From an optimization exercise on the open Yosys and OpenROAD flow, aimed at small area and few clock cycles per item; shortcuts taken in it are not production practice.
Only simulation tests tie the RTL to the original design; equivalence was not proved.

Setup of try-pepper:
==> flow/design.v (excerpt) <==
module fir_serial_mac #(
  parameter int DATA_WIDTH = 16,
  parameter int COEF_WIDTH = 16,
  parameter int TAPS       = 9,
  parameter int OUT_WIDTH  = 16,
  parameter int SHIFT      = 15
) (
  input  logic                         clk,
  input  logic                         reset,
  input  logic                         coef_wr,
  input  logic [$clog2(TAPS)-1:0]      coef_addr,
  input  logic signed [COEF_WIDTH-1:0] coef_data,
  input  logic                         in_valid,
  input  logic signed [DATA_WIDTH-1:0] in_data,
  output logic                         in_ready,
  output logic                         out_valid,
  output logic signed [OUT_WIDTH-1:0]  out_data,
  output logic                         out_sat,
  input  logic                         out_ready,
  output logic                         busy
);
Settings: LEC_CHECK=0, ABC_AREA=1, CAP_MARGIN=10, CORE_MARGIN=2, CORE_UTILIZATION=55, CTS_BUF_LIST=sky130_fd_sc_hd__clkbuf_4 sky130_fd_sc_hd__clkbuf_8, CTS_CLUSTER_DIAMETER=50, CTS_CLUSTER_SIZE=10, GPL_TIMING_DRIVEN=0, SETUP_SLACK_MARGIN=0.2, SLEW_MARGIN=10, SYNTH_HIERARCHICAL=1, SYNTH_MINIMUM_KEEP_SIZE=0; clock period 10.0 ns.
standard.sh (not shown) runs the stock make flow with config.mk's settings and CLKGATE_MAP_FILE= SYNTH_SCRIPT=/design/flow/synth_recipe.tcl, a recipe that flattens the netlist after the stock synthesis.
==> flow/flow/run.sh <==
#!/bin/bash
# The standard layout (the standard.sh: standard synthesis, then ORFS to finish), except that
# - floorplan removes the buffers ABC inserted during synthesis (REMOVE_ABC_BUFFERS=1) instead of
#   running timing repair on them; placement's repair_design re-buffers only the nets that need it;
# - every input and output port still gets its own buffer, but a sky130_fd_sc_hd__buf_1 instead
#   of the delay buffer buffer_ports picks by default;
# - after global routing, cells on paths with positive slack are downsized (RECOVER_POWER=100).
# Each ORFS step keeps its own log under orfs/logs/; make's own output goes to make.log.
set -euo pipefail
bash standard.sh REMOVE_ABC_BUFFERS=1 "BUFFER_PORTS_ARGS=-buffer_cell sky130_fd_sc_hd__buf_1" RECOVER_POWER=100 finish > make.log 2>&1
try-pepper finished all stages; layout check result: FAIL, due to capacitance limit, slew limit.
Testbench counts of try-pepper, summed over its fixed seeds: cycles 2,064, items 2,048.
## Diff of input files: try-fjord against try-pepper
==> flow/flow/run.sh <==
#!/bin/bash
# The standard layout (the standard.sh: standard synthesis, then ORFS to finish), except that
# - floorplan removes the buffers ABC inserted during synthesis (REMOVE_ABC_BUFFERS=1) instead of
#   running timing repair on them; placement's repair_design re-buffers only the nets that need it;
# - every input and output port still gets its own buffer, but a sky130_fd_sc_hd__buf_1 instead
#   of the delay buffer buffer_ports picks by default.
# Each ORFS step keeps its own log under orfs/logs/; make's own output goes to make.log.
set -euo pipefail
bash standard.sh REMOVE_ABC_BUFFERS=1 "BUFFER_PORTS_ARGS=-buffer_cell sky130_fd_sc_hd__buf_1" finish > make.log 2>&1
### Flow results
try-fjord completed; timing, DRC and antenna clean. Comparing try-pepper and try-fjord, wire length on met2 is higher on try-fjord. [compare] base=try-pepper new=try-fjord: ratio of cells with drive above 1 in the final layout climbed 1.1 points, area used by multi-input combinational logic moved up, setup slack has increased. Delta (try-fjord minus try-pepper): number of antenna repair diodes increased 3, timing-limited maximum frequency increased about 1.2%.
Changes in try-maple relative to try-fjord:
Settings: CORE_UTILIZATION now 65, was 55.
==> comparison <==
The run showing the smaller final critical-path share of the clock period is try-fjord. Summary of try-maple over try-fjord: met3 layer usage reported by global route higher; layout overhead on the synthesized area dropped 1.5 points; cell total after placement moved down; count of plain and timing-repair buffers shrank by 23. Per the comparison of try-maple with try-fjord, core area fell about 16%, post-layout minimum cycle time saw an increase, number of DRC violations after detailed-routing iteration 0 shows an increase of about 12%.
### try-maple -> try-yarrow
Settings: a deleted CTS_CLUSTER_DIAMETER that had been 50; a deleted SETUP_SLACK_MARGIN that had been 0.2; a change of CORE_UTILIZATION from 65 to 55; a deleted CTS_CLUSTER_SIZE that had been 10.
==> flow/run.sh (new file) <==
#!/bin/bash
# synth_recipe.tcl (not shown) runs the flow's synth.tcl, then flattens the netlist and writes it again
# the make line also repeats each setting of config.mk as NAME=value (left out here)
make -C /OpenROAD-flow-scripts/flow DESIGN_CONFIG=/design/flow/config.mk WORK_HOME=/design/flow/orfs CLKGATE_MAP_FILE= SYNTH_SCRIPT=/design/flow/synth_recipe.tcl finish
removed: flow/flow/run.sh
removed: flow/standard.sh
Notes after the runs:
- Compare try-maple and try-yarrow | non-clock buffer count higher: try-yarrow
- Looking only at largest clock skew in the final design, and setting everything else aside, the lower value of try-maple and try-yarrow goes to try-maple.
- Comparing the two runs side by side, try-yarrow comes out ahead of try-maple on starting DRC count in detailed routing.
- Re starting density of the core: try-maple and try-yarrow aren't equal, and the lower value belongs to try-yarrow.
- try-yarrow reports its launch point of the worst path as x[143]$_SDFFE_PP0P_ while try-maple reports x[13]$_SDFFE_PP0P_.

---

## v28
Another version of the RTL of fir_serial_mac (not shown whole).
Size in the first run: about 6400 cells after synthesis, about 310 flip-flops, ~61 I/O pins, roughly 61000 um2 of cells after synthesis.
Settings: LEC_CHECK=0, ABC_AREA=1, CAP_MARGIN=20, CORE_MARGIN=2, CORE_UTILIZATION=40, SLEW_MARGIN=20, SYNTH_HIERARCHICAL=1, SYNTH_MINIMUM_KEEP_SIZE=0; clock period 10.0 ns.
run.sh (not shown) runs the stock make flow with config.mk's settings and CLKGATE_MAP_FILE= SYNTH_SCRIPT=/design/flow/synth_recipe.tcl, a recipe that flattens the netlist after the stock synthesis.
Stock flow here: none of the scripts above is used.
Testbench counts of v28, summed over its fixed seeds: cycles 2,064, items 2,048.
Input changes introduced in v19 (baseline for comparison: v28):
# v28
export LEC_CHECK = 0
export ABC_AREA = 1
export CAP_MARGIN = 20
export CORE_MARGIN = 2
export CORE_UTILIZATION = 40
export SLEW_MARGIN = 20
export SYNTH_HIERARCHICAL = 1
export SYNTH_MINIMUM_KEEP_SIZE = 0
create_clock -name core_clock -period 10.0 [get_ports {clk}]
# v19
export LEC_CHECK = 0
export ABC_AREA = 1
export CAP_MARGIN = 10
export CORE_MARGIN = 2
export CORE_UTILIZATION = 40
export CTS_BUF_LIST = sky130_fd_sc_hd__clkbuf_4 sky130_fd_sc_hd__clkbuf_8
export GPL_TIMING_DRIVEN = 0
export SLEW_MARGIN = 10
export SYNTH_HIERARCHICAL = 1
export SYNTH_MINIMUM_KEEP_SIZE = 0
create_clock -name core_clock -period 10.0 [get_ports {clk}]
### Flow results
Taking v19 as 1.0, v28 lands at 0.809 on HPWL after detailed placement.
Comparing placed standard-cell area for v28 and v19, the smaller number came from v19.
Summary of v19 over v28: number of non-clock buffers now larger; growth of design area from synthesis to finish now smaller; setup slack now smaller.
The fraction of standard cell area in multi-input logic in v19 was higher than what v28 gave.

==> what the ideal ports hide <==
No port has a modelled driver above. Below, the same layouts with a new extraction and two added sets of constraints.
Step 1 (the two cells are an assumption about what drives the block):
set clk [get_ports {clk}]
set_driving_cell -lib_cell sky130_fd_sc_hd__clkbuf_16 $clk
set_driving_cell -lib_cell sky130_fd_sc_hd__buf_2 [delete_from_list [all_inputs] $clk]
Step 2 also shifts input and output timing later by t, the mid clock arrival at the registers, as if the neighbouring blocks saw the same clock.
a / b / c = no drivers / after step 1 / after step 2; a / b = the first two.
run | t, ns | slack for setup (ns) | pins driven straight from the clock port
try-pepper | 0.836 | 0.279 / 0.279 / -0.353 | 1
try-fjord | 0.839 | 0.389 / 0.389 / 0.389 | 1
try-maple | 0.860 | 0.296 / 0.296 / 0.296 | 1
try-yarrow | 0.863 | 0.336 / 0.336 / 0.336 | 1
v28 | 0.711 | 0.801 / 0.801 / 0.801 | 1
v19 | 0.904 | 0.131 / 0.131 / 0.131 | 1
For try-pepper, which loses most, drivers alone change the setup slack by 0.000 ns; drivers and shift together by -0.632 ns.
